Context: an optimization exercise on an open-source flow, tuned for small area and a short achievable clock period. The choices shown serve that exercise and are no tape-out recipe.
Where RTL was checked, it was by simulation tests only, not by an equivalence proof against the original.

Design eqController, start of the top module:
module eqController #(
    parameter int ADDR_WIDTH     = 6,
    parameter int GAIN_FRAC_BITS = 14
) (
    input  logic                  S_AXI_ACLK,
    input  logic                  S_AXI_ARESETN,
    input  logic                  wr,
    input  logic [ADDR_WIDTH-1:0] wrAddr,
    input  logic [31:0]           wrData,
    output logic                  adcReq,
    output logic [15:0]           adcCmd,
    input  logic                  adcAck,
    input  logic [15:0]           adcData,
    output logic                  dacReq,
    output logic [31:0]           dacWord,
    input  logic                  dacAck
);
==> flow/config.mk <==
export PLATFORM = sky130hd
export DESIGN_NAME = eqController
export DESIGN_NICKNAME = eqController
export VERILOG_FILES = /design/flow/design.v
export SDC_FILE = /design/flow/constraint.sdc
export NUM_CORES = 4
export LEC_CHECK = 0
export ABC_AREA = 0
export CAP_MARGIN = 0
export CORE_MARGIN = 2
export CORE_UTILIZATION = 55
export CTS_BUF_LIST = sky130_fd_sc_hd__clkbuf_4 sky130_fd_sc_hd__clkbuf_8
export PLACE_DENSITY = 0.75
export SETUP_SLACK_MARGIN = 4.5
export SLEW_MARGIN = 0
export TNS_END_PERCENT = 5
==> flow/constraint.sdc <==
create_clock -name core_clock -period 7.0 [get_ports {S_AXI_ACLK}]
set_input_delay 1.4000 -clock core_clock [delete_from_list [all_inputs] [get_ports {S_AXI_ACLK}]]
set_output_delay 1.4000 -clock core_clock [all_outputs]
set_load 0.01 [all_outputs]
standard.sh (not shown) runs the stock make flow with config.mk's settings and CLKGATE_MAP_FILE= SYNTH_SCRIPT=/design/flow/synth_recipe.tcl, a recipe that flattens the netlist after the stock synthesis.
==> flow/flow/run.sh <==
#!/bin/bash
# The standard layout (standard.sh), with every input port buffered by a buf_1 cell
# and every output port by a buf_2 cell, instead of the delay buffer buffer_ports
# picks by default. The buffers are placed by flow/ports.tcl, sourced just before
# global placement, where the standard flow would call buffer_ports.
export DONT_BUFFER_PORTS=1
export PRE_GLOBAL_PLACE_TCL="$PWD/flow/ports.tcl"
bash standard.sh > standard.log 2>&1
==> flow/flow/ports.tcl <==
# Port buffers, as the standard flow's buffer_ports, with chosen cells.
puts "Perform port buffering (flow/ports.tcl)..."
buffer_ports -inputs -buffer_cell sky130_fd_sc_hd__buf_1
buffer_ports -outputs -buffer_cell sky130_fd_sc_hd__buf_2
Rerun with:
--- a/flow/design.v
+++ b/flow/design.v
@@ -99,25 +99,29 @@
             dTwo[k] <= (w[2] & ~w[1] & ~w[0]) | (~w[2] & w[1] & w[0]);
         end
     end
     logic [16:0] p0, p1, p2;
     assign p0 = (({17{dOne[0]}} & sx) | ({17{dTwo[0]}} & {sx[15:0], 1'b0})) ^ {17{dNeg[0]}};
     assign p1 = (({17{dOne[1]}} & sx) | ({17{dTwo[1]}} & {sx[15:0], 1'b0})) ^ {17{dNeg[1]}};
     assign p2 = (({17{dOne[2]}} & sx) | ({17{dTwo[2]}} & {sx[15:0], 1'b0})) ^ {17{dNeg[2]}};
     logic [19:0] acc;
     logic        first;
+    logic        neg5;          
+    logic [2:0]  g119;
+    assign g119 = hit ? wrData[11:9] : gSel[11:9];
+    always_ff @(posedge S_AXI_ACLK) neg5 <= g119[2] & ~(g119[1] & g119[0]);
     logic [15:0] A;
     logic        Ahi;
     always_ff @(posedge S_AXI_ACLK) first <= (state == S_C0);    
     always_comb begin
         A      = acc[19:4] & {16{~first}};
         A[4]   = first ? dNeg[2] : acc[8];
-        A[10]  = first ? (gSel[11] & ~(gSel[10] & gSel[9])) : acc[14];
+        A[10]  = first ? neg5 : acc[14];
         Ahi    = ~A[15];
     end
     wire t0 = A[0] ^ p0[0];
     wire t1 = t0 ^ dNeg[0];
     wire t2 = t0 ? dNeg[0] : A[0];
     wire t3 = A[1] ^ p0[1];
     wire t4 = A[1] & p0[1];
     wire t5 = A[2] ^ p0[2];
     wire t6 = t5 ? p1[0] : A[2];
First-iteration DRC count drops by 25%; setup slack loses 28 ps; area after synthesis climbs by 0.89%; die area climbs by 0.85%; via count climbs by 0.36%; register-to-register slack loses 30 ps; routed wire length climbs by 2.1%; fmax drops by 0.84%; final cell count climbs by 2.3%; flip-flop and latch count climbs by 1; design area climbs by 1.6%.
No functional check of the RTL was part of the second run of this note.

---

The RTL this note starts from:
==> flow/design.v <==
module eqController #(
    parameter int ADDR_WIDTH     = 6,
    parameter int GAIN_FRAC_BITS = 14
) (
    input  logic                  S_AXI_ACLK,
    input  logic                  S_AXI_ARESETN,
    input  logic                  wr,
    input  logic [ADDR_WIDTH-1:0] wrAddr,
    input  logic [31:0]           wrData,
    output logic                  adcReq,
    output logic [15:0]           adcCmd,
    input  logic                  adcAck,
    input  logic [15:0]           adcData,
    output logic                  dacReq,
    output logic [31:0]           dacWord,
    input  logic                  dacAck
);
    logic        enable;
    logic [15:0] gain0, gain1;
    logic        rst;
    logic        weEn, weG0, weG1;
    logic [15:0] gainIn;
    assign rst    = !S_AXI_ARESETN;
    assign weEn   = rst | (wr && wrAddr == ADDR_WIDTH'(4));
    assign weG0   = rst | (wr && wrAddr == ADDR_WIDTH'(6));
    assign weG1   = rst | (wr && wrAddr == ADDR_WIDTH'(7));
    assign gainIn = (wrData[15:0] & {16{~rst}}) | (16'h4000 & {16{rst}});
    always_ff @(posedge S_AXI_ACLK) begin
        if (weEn) enable <= wrData[0] & ~rst;
        if (weG0) gain0  <= gainIn;
        if (weG1) gain1  <= gainIn;
    end
    localparam logic [3:0] S_IDLE = 4'd0;
    localparam logic [3:0] S_AREQ = 4'd1;
    localparam logic [3:0] S_AREL = 4'd2;
    localparam logic [3:0] S_C0   = 4'd3;
    localparam logic [3:0] S_C1   = 4'd4;
    localparam logic [3:0] S_C2   = 4'd5;
    localparam logic [3:0] S_C3   = 4'd6;
    localparam logic [3:0] S_DREQ = 4'd7;
    localparam logic [3:0] S_DREL = 4'd8;
    localparam logic [3:0] S_N1   = 4'd9;
    localparam logic [3:0] S_NX   = 4'd10;
    logic [3:0] state;
    logic       chan;
    always_ff @(posedge S_AXI_ACLK) begin
        if (!S_AXI_ARESETN) begin
            state <= S_IDLE;
            chan  <= 1'b0;
        end else begin
            case (state)
                S_IDLE: if (enable) state <= S_AREQ;
                S_AREQ: if (adcAck) state <= S_AREL;
                S_AREL: if (!adcAck) state <= S_C0;
                S_C0:   state <= S_C1;
                S_C1:   state <= S_C2;
                S_C2:   state <= S_C3;
                S_C3:   state <= S_DREQ;
                S_DREQ: if (dacAck) state <= S_DREL;
                S_DREL: if (!dacAck) state <= S_N1;
                S_N1: begin
                    state <= S_NX;
                    chan  <= !chan;
                end
                S_NX:   state <= enable ? S_AREQ : S_IDLE;
                default: state <= S_IDLE;
            endcase
        end
    end
    assign adcReq = (state == S_AREQ);
    assign dacReq = (state == S_DREQ);
    logic [15:0] s;
    logic [16:0] sx;
    always_ff @(posedge S_AXI_ACLK) s <= {~adcData[15], adcData[14:0]};
    assign sx = {s[15], s};
    logic        hit;
    logic [15:0] gSel;
    logic [5:0]  gNextLo;
    assign hit     = wr && (wrAddr == ADDR_WIDTH'({5'd3, chan}));
    assign gSel    = chan ? gain1 : gain0;
    assign gNextLo = hit ? wrData[5:0] : gSel[5:0];
    logic [4:0] gT;
    always_ff @(posedge S_AXI_ACLK) gT <= gSel[15:11];
    logic [6:0] win;
    always_comb begin
        case (state)
            S_C0:    win = {gNextLo, 1'b0};
            S_C1:    win = gSel[11:5];
            default: win = {gT[4], gT[4], gT};
        endcase
    end
    logic [2:0] dNeg, dOne, dTwo;
    always_ff @(posedge S_AXI_ACLK) begin
        for (int k = 0; k < 3; k++) begin
            logic [2:0] w;
            w = win[2*k +: 3];
            dNeg[k] <= w[2] & ~(w[1] & w[0]);
            dOne[k] <= w[1] ^ w[0];
            dTwo[k] <= (w[2] & ~w[1] & ~w[0]) | (~w[2] & w[1] & w[0]);
        end
    end
    logic [16:0] p0, p1, p2;
    assign p0 = (({17{dOne[0]}} & sx) | ({17{dTwo[0]}} & {sx[15:0], 1'b0})) ^ {17{dNeg[0]}};
    assign p1 = (({17{dOne[1]}} & sx) | ({17{dTwo[1]}} & {sx[15:0], 1'b0})) ^ {17{dNeg[1]}};
    assign p2 = (({17{dOne[2]}} & sx) | ({17{dTwo[2]}} & {sx[15:0], 1'b0})) ^ {17{dNeg[2]}};
    logic [19:0] acc;
    logic        first;
    logic [15:0] A;
    logic        Ahi;
    always_ff @(posedge S_AXI_ACLK) first <= (state == S_C0);    
    always_comb begin
        A      = acc[19:4] & {16{~first}};
        A[4]   = first ? dNeg[2] : acc[8];
        A[10]  = first ? (gSel[11] & ~(gSel[10] & gSel[9])) : acc[14];
        Ahi    = ~A[15];
    end
    wire t0 = A[0] ^ p0[0];
    wire t1 = t0 ^ dNeg[0];
    wire t2 = t0 ? dNeg[0] : A[0];
    wire t3 = A[1] ^ p0[1];
    wire t4 = A[1] & p0[1];
    wire t5 = A[2] ^ p0[2];
    wire t6 = t5 ? p1[0] : A[2];
    wire t7 = t5 ^ (p1[0] ^ dNeg[1]);
    wire t8 = ~t7 & dNeg[1];
    wire t9 = A[3] ^ p0[3];
    wire t10 = t9 ? p1[1] : A[3];
    wire t11 = t9 ^ p1[1];
    wire t12 = t11 ^ t6;
    wire t13 = t11 & t6;
    wire t14 = A[4] ^ p0[4];
    wire t15 = t14 ? p1[2] : A[4];
    wire t16 = t14 ^ (p1[2] ^ p2[0]);
    wire t17 = t16 ^ t10;
    wire t18 = t16 ? t10 : p2[0];
    wire t19 = A[5] ^ p0[5];
    wire t20 = t19 ? p1[3] : A[5];
    wire t21 = t19 ^ (p1[3] ^ p2[1]);
    wire t22 = t21 ^ t15;
    wire t23 = t21 ? t15 : p2[1];
    wire t24 = A[6] ^ p0[6];
    wire t25 = t24 ? p1[4] : A[6];
    wire t26 = t24 ^ (p1[4] ^ p2[2]);
    wire t27 = t26 ^ t20;
    wire t28 = t26 ? t20 : p2[2];
    wire t29 = A[7] ^ p0[7];
    wire t30 = t29 ? p1[5] : A[7];
    wire t31 = t29 ^ (p1[5] ^ p2[3]);
    wire t32 = t31 ^ t25;
    wire t33 = t31 ? t25 : p2[3];
    wire t34 = A[8] ^ p0[8];
    wire t35 = t34 ? p1[6] : A[8];
    wire t36 = t34 ^ (p1[6] ^ p2[4]);
    wire t37 = t36 ^ t30;
    wire t38 = t36 ? t30 : p2[4];
    wire t39 = A[9] ^ p0[9];
    wire t40 = t39 ? p1[7] : A[9];
    wire t41 = t39 ^ (p1[7] ^ p2[5]);
    wire t42 = t41 ^ t35;
    wire t43 = t41 ? t35 : p2[5];
    wire t44 = A[10] ^ p0[10];
    wire t45 = t44 ? p1[8] : A[10];
    wire t46 = t44 ^ (p1[8] ^ p2[6]);
    wire t47 = t46 ^ t40;
    wire t48 = t46 ? t40 : p2[6];
    wire t49 = A[11] ^ p0[11];
    wire t50 = t49 ? p1[9] : A[11];
    wire t51 = t49 ^ (p1[9] ^ p2[7]);
    wire t52 = t51 ^ t45;
    wire t53 = t51 ? t45 : p2[7];
    wire t54 = A[12] ^ p0[12];
    wire t55 = t54 ? p1[10] : A[12];
    wire t56 = t54 ^ (p1[10] ^ p2[8]);
    wire t57 = t56 ^ t50;
    wire t58 = t56 ? t50 : p2[8];
    wire t59 = A[13] ^ p0[13];
    wire t60 = t59 ? p1[11] : A[13];
    wire t61 = t59 ^ (p1[11] ^ p2[9]);
    wire t62 = t61 ^ t55;
    wire t63 = t61 ? t55 : p2[9];
    wire t64 = A[14] ^ p0[14];
    wire t65 = t64 ? p1[12] : A[14];
    wire t66 = t64 ^ (p1[12] ^ p2[10]);
    wire t67 = t66 ^ t60;
    wire t68 = t66 ? t60 : p2[10];
    wire t69 = A[15] ^ p0[15];
    wire t70 = t69 ? p1[13] : A[15];
    wire t71 = t69 ^ (p1[13] ^ p2[11]);
    wire t72 = t71 ^ t65;
    wire t73 = t71 ? t65 : p2[11];
    wire t74 = Ahi ^ ~p0[16];
    wire t75 = t74 ? p1[14] : Ahi;
    wire t76 = t74 ^ (p1[14] ^ p2[12]);
    wire t77 = t76 ^ t70;
    wire t78 = t76 ? t70 : p2[12];
    wire t79 = p2[13] ^ ~p1[15];
    wire t80 = t79 ^ t75;
    wire t81 = t79 ? t75 : p2[13];
    wire t82 = ~p1[16] ^ p2[14];
    wire t83 = t82 ^ p1[15];
    wire t84 = t82 ? p1[15] : ~p1[16];
    wire [21:0] csaX = {1'b1, ~p2[16], ~p2[15], t83, t80, t77, t72, t67, t62, t57, t52, t47, t42, t37, t32, t27, t22, t17, t12, t7, t3, t1};
    wire [21:0] csaY = {1'b0, p2[15], t84, t81, t78, t73, t68, t63, t58, t53, t48, t43, t38, t33, t28, t23, t18, t13, t8, t4, t2, 1'b0};
    logic [21:0] sum;
    assign sum = csaX + csaY;
    always_ff @(posedge S_AXI_ACLK) begin
        if (state == S_C1 || state == S_C2 || state == S_C3) acc <= sum[21:2];
    end
    logic        ovf;
    logic [15:0] code;
    assign ovf  = (acc[17] != acc[16]) || (acc[17] != acc[15]);
    assign code = ovf ? {16{~acc[17]}} : {~acc[15], acc[14:0]};
    assign adcCmd  = {1'b1, chan, 14'd0};
    assign dacWord = {15'h0018, chan, code};
endmodule
Settings: LEC_CHECK=0, ABC_AREA=0, CAP_MARGIN=0, CORE_MARGIN=2, CORE_UTILIZATION=55, CTS_BUF_LIST=sky130_fd_sc_hd__clkbuf_4 sky130_fd_sc_hd__clkbuf_8, PLACE_DENSITY=0.75, SETUP_SLACK_MARGIN=3.25, SLEW_MARGIN=0, TNS_END_PERCENT=5; clock period 7.0 ns.
==> flow/flow/run.sh <==
#!/bin/bash
# The standard layout (standard.sh), with every port buffered by a buf_1 cell
# instead of the delay buffer that buffer_ports picks by default. The standard
# flow's own buffer_ports call places them (after global placement's
# remove_buffers), with this cell.
export BUFFER_PORTS_ARGS="-buffer_cell sky130_fd_sc_hd__buf_1"
bash standard.sh > standard.log 2>&1
==> next run, changes <==
--- a/flow/design.v
+++ b/flow/design.v
@@ -121,7 +121,7 @@
     wire t4 = A[1] & p0[1];
     wire t5 = A[2] ^ p0[2];
     wire t6 = t5 ? p1[0] : A[2];
-    wire t7 = t5 ^ (p1[0] ^ dNeg[1]);
+    wire t7 = t5 ^ p1[0] ^ dNeg[1];
     wire t8 = ~t7 & dNeg[1];
     wire t9 = A[3] ^ p0[3];
     wire t10 = t9 ? p1[1] : A[3];
@@ -130,67 +130,67 @@
     wire t13 = t11 & t6;
     wire t14 = A[4] ^ p0[4];
     wire t15 = t14 ? p1[2] : A[4];
-    wire t16 = t14 ^ (p1[2] ^ p2[0]);
+    wire t16 = t14 ^ p1[2] ^ p2[0];
     wire t17 = t16 ^ t10;
     wire t18 = t16 ? t10 : p2[0];
     wire t19 = A[5] ^ p0[5];
     wire t20 = t19 ? p1[3] : A[5];
-    wire t21 = t19 ^ (p1[3] ^ p2[1]);
+    wire t21 = t19 ^ p1[3] ^ p2[1];
     wire t22 = t21 ^ t15;
     wire t23 = t21 ? t15 : p2[1];
     wire t24 = A[6] ^ p0[6];
     wire t25 = t24 ? p1[4] : A[6];
-    wire t26 = t24 ^ (p1[4] ^ p2[2]);
+    wire t26 = t24 ^ p1[4] ^ p2[2];
     wire t27 = t26 ^ t20;
     wire t28 = t26 ? t20 : p2[2];
     wire t29 = A[7] ^ p0[7];
     wire t30 = t29 ? p1[5] : A[7];
-    wire t31 = t29 ^ (p1[5] ^ p2[3]);
+    wire t31 = t29 ^ p1[5] ^ p2[3];
     wire t32 = t31 ^ t25;
     wire t33 = t31 ? t25 : p2[3];
     wire t34 = A[8] ^ p0[8];
     wire t35 = t34 ? p1[6] : A[8];
-    wire t36 = t34 ^ (p1[6] ^ p2[4]);
+    wire t36 = t34 ^ p1[6] ^ p2[4];
     wire t37 = t36 ^ t30;
     wire t38 = t36 ? t30 : p2[4];
     wire t39 = A[9] ^ p0[9];
     wire t40 = t39 ? p1[7] : A[9];
-    wire t41 = t39 ^ (p1[7] ^ p2[5]);
+    wire t41 = t39 ^ p1[7] ^ p2[5];
     wire t42 = t41 ^ t35;
     wire t43 = t41 ? t35 : p2[5];
     wire t44 = A[10] ^ p0[10];
     wire t45 = t44 ? p1[8] : A[10];
-    wire t46 = t44 ^ (p1[8] ^ p2[6]);
+    wire t46 = t44 ^ p1[8] ^ p2[6];
     wire t47 = t46 ^ t40;
     wire t48 = t46 ? t40 : p2[6];
     wire t49 = A[11] ^ p0[11];
     wire t50 = t49 ? p1[9] : A[11];
-    wire t51 = t49 ^ (p1[9] ^ p2[7]);
+    wire t51 = t49 ^ p1[9] ^ p2[7];
     wire t52 = t51 ^ t45;
     wire t53 = t51 ? t45 : p2[7];
     wire t54 = A[12] ^ p0[12];
     wire t55 = t54 ? p1[10] : A[12];
-    wire t56 = t54 ^ (p1[10] ^ p2[8]);
+    wire t56 = t54 ^ p1[10] ^ p2[8];
     wire t57 = t56 ^ t50;
     wire t58 = t56 ? t50 : p2[8];
     wire t59 = A[13] ^ p0[13];
     wire t60 = t59 ? p1[11] : A[13];
-    wire t61 = t59 ^ (p1[11] ^ p2[9]);
+    wire t61 = t59 ^ p1[11] ^ p2[9];
     wire t62 = t61 ^ t55;
     wire t63 = t61 ? t55 : p2[9];
     wire t64 = A[14] ^ p0[14];
     wire t65 = t64 ? p1[12] : A[14];
-    wire t66 = t64 ^ (p1[12] ^ p2[10]);
+    wire t66 = t64 ^ p1[12] ^ p2[10];
     wire t67 = t66 ^ t60;
     wire t68 = t66 ? t60 : p2[10];
     wire t69 = A[15] ^ p0[15];
     wire t70 = t69 ? p1[13] : A[15];
-    wire t71 = t69 ^ (p1[13] ^ p2[11]);
+    wire t71 = t69 ^ p1[13] ^ p2[11];
     wire t72 = t71 ^ t65;
     wire t73 = t71 ? t65 : p2[11];
     wire t74 = Ahi ^ ~p0[16];
     wire t75 = t74 ? p1[14] : Ahi;
-    wire t76 = t74 ^ (p1[14] ^ p2[12]);
+    wire t76 = t74 ^ p1[14] ^ p2[12];
     wire t77 = t76 ^ t70;
     wire t78 = t76 ? t70 : p2[12];
     wire t79 = p2[13] ^ ~p1[15];
Non-clock buffer count came out higher by 1.
Wire length came out lower by 1.0%.
Global-route usage came out lower by 0.45 points.
Cell area came out higher by 0.68%.
Register-to-register slack hardly moves.
Maximum frequency hardly moves.
Worst setup slack is worse by 0.0071 ns.
Final cell count hardly moves.
Via count came out lower by 0.75%.
Critical path depth does not change.
Die area came out higher by 0.59%.
Hold slack is worse by 0.0030 ns.

[port drivers added, routing unchanged]
The flow's constraints put no driver on any port. The routed layouts listed below were extracted and timed again, unchanged, in two steps.
Step 1 (the two cells are an assumption about what drives the block):
set clk [get_ports {S_AXI_ACLK}]
set_driving_cell -lib_cell sky130_fd_sc_hd__clkbuf_16 $clk
set_driving_cell -lib_cell sky130_fd_sc_hd__buf_2 [delete_from_list [all_inputs] $clk]
Step 2 times the ports against the registers' clock, not the clock port: input delays grow and output delays shrink by t, the midpoint of the rising clock arrivals with the driver on.
a / b / c = ideal ports / drivers / drivers and shift; a / b = the first two.
run | t (ns) | setup slack, ns | slew at the worst register clock pin (ns) | worst slew at a driven data input, ns | cell pins on the clock port's net
the first run of note 1 | 0.396 | 3.685 / 3.685 / 3.685 | 0.11 / 0.11 | 0.36 | 1
the second run of note 1 | 0.401 | 3.657 / 3.657 / 3.630 | 0.10 / 0.10 | 0.38 | 1
the first run of note 2 | 0.406 | 3.436 / 3.436 / 3.436 | 0.10 / 0.10 | 0.03 | 1
the second run of note 2 | 0.398 | 3.429 / 3.429 / 3.429 | 0.10 / 0.10 | 0.04 | 1
After both steps setup and hold are still met in every run listed. The setup slack of the second run of note 1, which loses most, moves by 0.000 ns with the drivers and by -0.027 ns with both steps.
